This design comes from an exercise in tuning for small area, a short achievable clock period and few clock cycles per item on the open sky130 flow, not from production work.
RTL that was checked went through simulation tests only; none was proved equivalent to the original.
Power is estimated from default activity; no workload was simulated.

==> inputs of trial 5 <==
// mmu_top
module mmu_top (
  input  logic        clk_i,
  input  logic        rst_ni,
  input  logic        enable_translation_i,
  input  logic        flush_tlb_i,
  input  logic [43:0] satp_ppn_i,
  input  logic [1:0]  priv_lvl_i,
  input  logic [1:0]  ld_st_priv_lvl_i,
  input  logic        sum_i,
  input  logic        fetch_req_i,
  input  logic [38:0] fetch_vaddr_i,
  output logic        fetch_valid_o,
  output logic [55:0] fetch_paddr_o,
  output logic [68:0] fetch_exc_o,
  input  logic        lsu_req_i,
  input  logic        lsu_is_store_i,
  input  logic [38:0] lsu_vaddr_i,
  output logic        lsu_dtlb_hit_o,
  output logic [43:0] lsu_dtlb_ppn_o,
  output logic        lsu_valid_o,
  output logic [55:0] lsu_paddr_o,
  output logic [68:0] lsu_exc_o,
  output logic        mem_req_o,
  output logic [55:0] mem_addr_o,
  input  logic        mem_rvalid_i,
  input  logic [63:0] mem_rdata_i
);
  logic en;
  assign en = enable_translation_i;
  logic        t_v, t_id, t_k1, t_k0, t_fok, t_lok, t_sok;
  logic [26:0] t_vpn;
  logic [43:0] t_ppn;
  logic [26:0] f_vpn, l_vpn;
  logic        f_hit, l_hit;
  assign f_vpn = fetch_vaddr_i[38:12];
  assign l_vpn = lsu_vaddr_i[38:12];
  assign f_hit = t_v && (t_vpn[26:18] == f_vpn[26:18])
                 && (t_k1 || (t_vpn[17:9] == f_vpn[17:9]))
                 && (t_k0 || (t_vpn[8:0] == f_vpn[8:0]));
  assign l_hit = t_v && (t_vpn[26:18] == l_vpn[26:18])
  ...
clock: 8.5 ns
lec_check: 0
abc_area: 1
cap_margin: 20
cell_pad_in_sites_detail_placement: 0
cell_pad_in_sites_global_placement: 0
core_area: 2 2 188 188
cts_buf_list: sky130_fd_sc_hd__clkbuf_8
die_area: 0 0 190 190
setup_slack_margin: 3.6
slew_margin: 20
tns_end_percent: 5
standard.sh (not shown) runs the stock make flow with config.mk's settings and CLKGATE_MAP_FILE= SYNTH_SCRIPT=/design/flow/synth_recipe.tcl, a recipe that flattens the netlist after the stock synthesis.
==> flow/flow/run.sh <==
#!/bin/bash
# The standard layout, with the port buffers made from the smallest
# buffer cell instead of the delay cell buffer_ports picks by default, and
# the constant outputs left on synthesis's shared tie cells.
set -euo pipefail
export BUFFER_PORTS_ARGS="-buffer_cell sky130_fd_sc_hd__buf_1"
export SKIP_REPAIR_TIE_FANOUT=1
bash standard.sh finish > standard_flow.log 2>&1
==> trial 36 (differences from trial 5) <==
--- a/flow/design.v
+++ b/flow/design.v
@@ -100,25 +100,25 @@
   output logic [55:0] mem_addr_o,
   input  logic        mem_rvalid_i,
   input  logic [63:0] mem_rdata_i
 );
   logic en;
   assign en = enable_translation_i;
-  logic        t_v, t_id, t_k1, t_k0, t_fok, t_lok, t_sok;
+  logic        t_v, t_g, t_m, t_r, t_w, t_x, t_u, t_d;
   logic [26:0] t_vpn;
   logic [43:0] t_ppn;
   logic [26:0] f_vpn, l_vpn;
   logic        f_hit, l_hit;
   assign f_vpn = fetch_vaddr_i[38:12];
   assign l_vpn = lsu_vaddr_i[38:12];
   assign f_hit = t_v && (t_vpn[26:18] == f_vpn[26:18])
-                 && (t_k1 || (t_vpn[17:9] == f_vpn[17:9]))
-                 && (t_k0 || (t_vpn[8:0] == f_vpn[8:0]));
+                 && (t_g || (t_vpn[17:9] == f_vpn[17:9]))
+                 && (t_g || t_m || (t_vpn[8:0] == f_vpn[8:0]));
   assign l_hit = t_v && (t_vpn[26:18] == l_vpn[26:18])
-                 && (t_k1 || (t_vpn[17:9] == l_vpn[17:9]))
-                 && (t_k0 || (t_vpn[8:0] == l_vpn[8:0]));
+                 && (t_g || (t_vpn[17:9] == l_vpn[17:9]))
+                 && (t_g || t_m || (t_vpn[8:0] == l_vpn[8:0]));
   logic        busy_q;    
   logic        own_q;     
   logic [1:0]  lvl_q;     
   logic        arr, leaf, fault, done, cont, free;
   logic [38:0] w_va;
   logic        rd_v, rd_r, rd_w, rd_x, rd_u, rd_a, rd_d;
@@ -144,30 +144,30 @@
       if (lvl_q == 2'd2 && rd_ppn[17:0] != '0) fault = 1'b1;
       if (lvl_q == 2'd1 && rd_ppn[8:0] != '0) fault = 1'b1;
     end else if (lvl_q == 2'd0) begin
       fault = 1'b1;
     end
   end
-  logic lv_q, lf_q, fill;
-  assign fill    = done && !fault && !flush_tlb_i;
+  logic lv_q, l_keep, fill, side_ok;
+  assign l_keep  = lsu_req_i && l_hit && !lv_q;
+  assign side_ok = own_q ? (3 & 2) != 0 : (3 & 1) != 0;
+  assign fill    = done && !fault && !flush_tlb_i && !l_keep && side_ok;
   logic covered;
   assign covered = done && leaf
                    && (fetch_vaddr_i[38:30] == lsu_vaddr_i[38:30])
                    && (lvl_q == 2'd2 || fetch_vaddr_i[29:21] == lsu_vaddr_i[29:21])
                    && (lvl_q != 2'd0 || fetch_vaddr_i[20:12] == lsu_vaddr_i[20:12]);
   logic l_sel, f_sel, l_go, f_go, start, canon;
   assign canon = (fetch_vaddr_i[38] == fetch_vaddr_i[37]);
-  assign l_sel = lsu_req_i && en && !lv_q && !lf_q && !(busy_q && own_q);
+  assign l_sel = lsu_req_i && en && !lv_q && !(busy_q && own_q);
   assign f_sel = fetch_req_i && en && canon && !(busy_q && !own_q);
-  logic l_pri;
-  assign l_pri = l_sel;
-  assign l_go  = l_pri && !l_hit;
-  assign f_go  = !l_pri && f_sel && !f_hit;
+  assign l_go  = l_sel && !l_hit;
+  assign f_go  = !l_sel && f_sel && !f_hit;
   assign start = free && !covered && (l_go || f_go);
   logic [8:0] s_idx, c_idx;
-  assign s_idx = l_pri ? lsu_vaddr_i[38:30] : fetch_vaddr_i[38:30];
+  assign s_idx = l_sel ? lsu_vaddr_i[38:30] : fetch_vaddr_i[38:30];
   assign c_idx = (lvl_q == 2'd2) ? w_va[29:21] : w_va[20:12];
   assign mem_req_o  = cont || start;
   assign mem_addr_o = cont ? {rd_ppn, c_idx, 3'b000} : {satp_ppn_i, s_idx, 3'b000};
   always_ff @(posedge clk_i or negedge rst_ni) begin
     if (!rst_ni) begin
       busy_q <= 1'b0;
@@ -177,79 +177,82 @@
   end
   always_ff @(posedge clk_i) begin
     if (cont) begin
       lvl_q <= lvl_q - 2'd1;
     end else if (start) begin
       lvl_q <= 2'd2;
-      own_q <= l_pri;
+      own_q <= l_sel;
     end
   end
   logic        fw, lw;
-  logic [43:0] f_ppn, l_ppn;
-  logic        fw_flt, lw_flt;
+  logic [43:0] f_src, l_src, f_ppn, l_ppn;
+  logic        f_g, f_gm, l_g, l_gm;
+  logic        fw_flt, lw_flt, ft_flt, lt_flt;
   assign fw    = busy_q && !own_q && mem_rvalid_i;
   assign lw    = busy_q && own_q && mem_rvalid_i;
-  assign f_ppn = {t_ppn[43:27],
-                  t_ppn[26:18] | (f_vpn[26:18] & {9{t_id}}),
-                  t_ppn[17:9]  | (f_vpn[17:9]  & {9{t_k1}}),
-                  t_ppn[8:0]   | (f_vpn[8:0]   & {9{t_k0}})};
-  assign l_ppn = {t_ppn[43:27],
-                  t_ppn[26:18] | (l_vpn[26:18] & {9{t_id}}),
-                  t_ppn[17:9]  | (l_vpn[17:9]  & {9{t_k1}}),
-                  t_ppn[8:0]   | (l_vpn[8:0]   & {9{t_k0}})};
-  logic w_fok, w_lok, w_sok, w_lpriv;
-  assign w_fok   = rd_x && !((priv_lvl_i == 2'b00) && !rd_u) && !((priv_lvl_i == 2'b01) && rd_u);
-  assign w_lpriv = !((ld_st_priv_lvl_i == 2'b01) && rd_u && !sum_i)
-                   && !((ld_st_priv_lvl_i == 2'b00) && !rd_u);
-  assign w_lok   = rd_r && w_lpriv;
-  assign w_sok   = rd_w && rd_d && w_lpriv;
-  assign fw_flt = (fw && fault) || !t_fok;
-  assign lw_flt = (lw && fault) || (lsu_is_store_i ? !t_sok : !t_lok);
+  assign f_src = fw ? rd_ppn : t_ppn;
+  assign l_src = lw ? rd_ppn : t_ppn;
+  assign f_g   = fw ? (lvl_q == 2'd2) : t_g;
+  assign l_g   = lw ? (lvl_q == 2'd2) : t_g;
+  assign f_gm  = fw ? (lvl_q != 2'd0) : (t_g || t_m);
+  assign l_gm  = lw ? (lvl_q != 2'd0) : (t_g || t_m);
+  assign f_ppn = {f_src[43:27] & {17{en}},
+                  (f_src[26:18] & {9{en}}) | (f_vpn[26:18] & {9{!en}}),
+                  (f_src[17:9]  & {9{en}}) | (f_vpn[17:9]  & {9{!en || f_g}}),
+                  (f_src[8:0]   & {9{en}}) | (f_vpn[8:0]   & {9{!en || f_gm}})};
+  assign l_ppn = {l_src[43:27] & {17{en}},
+                  (l_src[26:18] & {9{en}}) | (l_vpn[26:18] & {9{!en}}),
+                  (l_src[17:9]  & {9{en}}) | (l_vpn[17:9]  & {9{!en || l_g}}),
+                  (l_src[8:0]   & {9{en}}) | (l_vpn[8:0]   & {9{!en || l_gm}})};
+  logic fx, fu, lr, lwd, lu;
+  assign fx  = fw ? rd_x : t_x;
+  assign fu  = fw ? rd_u : t_u;
+  assign lu  = lw ? rd_u : t_u;
+  assign lr  = lw ? rd_r : t_r;
+  assign lwd = lw ? (rd_w && rd_d) : (t_w && t_d);
+  assign fw_flt = (fw && fault) || !fx || ((priv_lvl_i == 2'b00) && !fu)
+                  || ((priv_lvl_i == 2'b01) && fu);
+  assign lw_flt = (lw && fault) || ((ld_st_priv_lvl_i == 2'b01) && lu && !sum_i)
+                  || ((ld_st_priv_lvl_i == 2'b00) && !lu)
+                  || (lsu_is_store_i ? !lwd : !lr);
   assign lsu_dtlb_hit_o     = lsu_req_i && (!en || l_hit);
   assign lsu_dtlb_ppn_o     = l_ppn;
   always_ff @(posedge clk_i or negedge rst_ni) begin
     if (!rst_ni) begin
       lv_q <= 1'b0;
-      lf_q <= 1'b0;
     end else begin
-      lv_q <= lsu_dtlb_hit_o && !lsu_valid_o && !(fill && !covered);
-      lf_q <= fill && own_q;
-    end
-  end
-  assign lsu_valid_o        = lv_q || lf_q || (lw && fault);
+      lv_q <= lsu_dtlb_hit_o && !lsu_valid_o;
+    end
+  end
+  assign lsu_valid_o        = lv_q || lw && !cont;
   assign lsu_paddr_o        = {l_ppn, lsu_vaddr_i[11:0]};
   assign lsu_exc_o[68]      = en && lw_flt;
   assign lsu_exc_o[67:64]   = lsu_is_store_i ? 4'd15 : 4'd13;
   assign lsu_exc_o[63:0]    = {25'd0, lsu_vaddr_i};
-  assign fetch_valid_o      = fetch_req_i && (!en || !canon || f_hit || (fw && fault));
+  assign fetch_valid_o      = fetch_req_i && (!en || !canon || f_hit || (fw && !cont));
   assign fetch_paddr_o      = {f_ppn, fetch_vaddr_i[11:0]};
   assign fetch_exc_o[68]    = en && (!canon || fw_flt);
   assign fetch_exc_o[67:64] = canon ? 4'd12 : 4'd1;
   assign fetch_exc_o[63:0]  = {25'd0, fetch_vaddr_i};
   always_ff @(posedge clk_i or negedge rst_ni) begin
     if (!rst_ni) begin
       t_v <= 1'b0;
-    end else if (flush_tlb_i || !en || (!fetch_req_i && !lsu_req_i)) begin
+    end else if (flush_tlb_i) begin
       t_v <= 1'b0;
     end else if (fill) begin
       t_v <= 1'b1;
     end
   end
   always_ff @(posedge clk_i) begin
-    t_id <= !en;
-    if (!en) begin
-      t_ppn <= '0;
-      t_k1  <= 1'b1;
-      t_k0  <= 1'b1;
-    end else if (fill) begin
-      t_ppn <= rd_ppn;
-      t_k1  <= (lvl_q == 2'd2);
-      t_k0  <= (lvl_q != 2'd0);
-    end
     if (fill) begin
       t_vpn <= w_va[38:12];
-      t_fok <= w_fok;
-      t_lok <= w_lok;
-      t_sok <= w_sok;
+      t_ppn <= rd_ppn;
+      t_g   <= (lvl_q == 2'd2);
+      t_m   <= (lvl_q == 2'd1);
+      t_r   <= rd_r;
+      t_w   <= rd_w;
+      t_x   <= rd_x;
+      t_u   <= rd_u;
+      t_d   <= rd_d;
     end
   end
 endmodule
==> flow/flow/run.sh (replaced) <==
#!/bin/bash
# The standard layout, with the port buffers made from the smallest
# buffer cell instead of the delay cell buffer_ports picks by default.
set -euo pipefail
export BUFFER_PORTS_ARGS="-buffer_cell sky130_fd_sc_hd__buf_1"
bash standard.sh finish > standard_flow.log 2>&1
Settings changed: ABC_AREA 1 to unset, CELL_PAD_IN_SITES_DETAIL_PLACEMENT 0 to unset, CELL_PAD_IN_SITES_GLOBAL_PLACEMENT 0 to unset, CORE_AREA 2 2 188 188 to 2 2 193 193, CTS_BUF_LIST sky130_fd_sc_hd__clkbuf_8 to unset, DIE_AREA 0 0 190 190 to 0 0 195 195, SETUP_SLACK_MARGIN 3.6 to unset, TNS_END_PERCENT 5 to unset.
==> notes <==
In count of clock-buffer cells in the layout, trial 5 and trial 36 do not differ.
Between trial 5 and trial 36, the lower setup slack is in trial 36 (gap 1100 ps).
Against trial 5, the sequential share of layout area of trial 36 is higher by 2.2 points.
Between trial 5 and trial 36, the lower global-route usage is in trial 5 (gap 2.3 points).
Of trial 5 and trial 36, trial 36 has the higher cell area (gap 12%, measured against trial 36).
In non-clock buffer count, trial 36 and trial 5 do not differ.
Of trial 36 and trial 5, trial 36 has the higher utilization (gap 2.0 points).
Of trial 36 and trial 5, trial 36 has the higher die area (gap about 5.3%, measured against trial 5).
Against trial 36, the combinational power of trial 5 is lower by 24%.
==> figures <==
| quantity | trial 5 | trial 36 |
|---|---|---|
| Status | finished clean | finished clean |
| Gr usage total | 15.8% | 18.2% |
| Post-synthesis cell count | 1158 | 1041 |
| Fin crit share | 56.7% | 69.4% |
| Final area over synthesized area | 1.082x | 1.122x |
| Lkg Pwr | 3.54 nW | 3.48 nW |
| Most numerous cell in the Yosys netlist | sky130_fd_sc_hd__buf_4 | sky130_fd_sc_hd__nand2_1 |
| Initial DRC Count | 510 | 438 |
| Number of global-route vias before repair | 6664 | 7440 |
| Filler instances | 3926 | 3956 |
| Power consumption | 1.01 mW | 1.32 mW |
| Cell internal power dissipation | 623 uW | 850 uW |
| Clock-pin slew on the worst setup and hold paths | 80 ps | 70 ps |
| Total Die Area | 36100 sq um | 38000 sq um |
| Reg power frac | 42.9% | 35.4% |
| Clock root buffer | sky130_fd_sc_hd__clkbuf_8 | sky130_fd_sc_hd__clkbuf_16 |
| Post-Route WL | 29.9 mm | 36.0 mm |
| Count of standard-cell rows | 68 | 69 |
| Number of cells traversed by the worst register-to-register path | 14 | 9 |
Testbench counts of trial 5, summed over its fixed seeds: cycles 85,496, items 23,040.
Function not checked in trial 36: the RTL went through the layout flow alone.

==> separate check: timing with driven ports <==
The results above use ideal ports. As a check the final layouts listed here were re-extracted and re-timed, cells and wires unchanged.
Step 1 (the two cells are an assumption about what drives the block):
set clk [get_ports {clk_i}]
set_driving_cell -lib_cell sky130_fd_sc_hd__clkbuf_16 $clk
set_driving_cell -lib_cell sky130_fd_sc_hd__buf_2 [delete_from_list [all_inputs] $clk]
Step 2 times the ports against the registers' clock, not the clock port: input delays grow and output delays shrink by t, the midpoint of the rising clock arrivals with the driver on.
Three values: ideal, step 1, step 2; two values: the first two.
| run | t, ns | setup slack, ns | clock arrival spread, ns | pins driven straight from the clock port |
|---|---|---|---|---|
| trial 5 | 0.418 | 3.683 / 3.653 / 3.653 | 0.016 / 0.016 | 1 |
| trial 36 | 0.400 | 2.602 / 2.578 / 2.578 | 0.014 / 0.015 | 1 |
After both steps every run listed still meets setup and hold. The setup slack of trial 5, which loses most, moves by -0.030 ns with the drivers and by -0.030 ns with both steps.
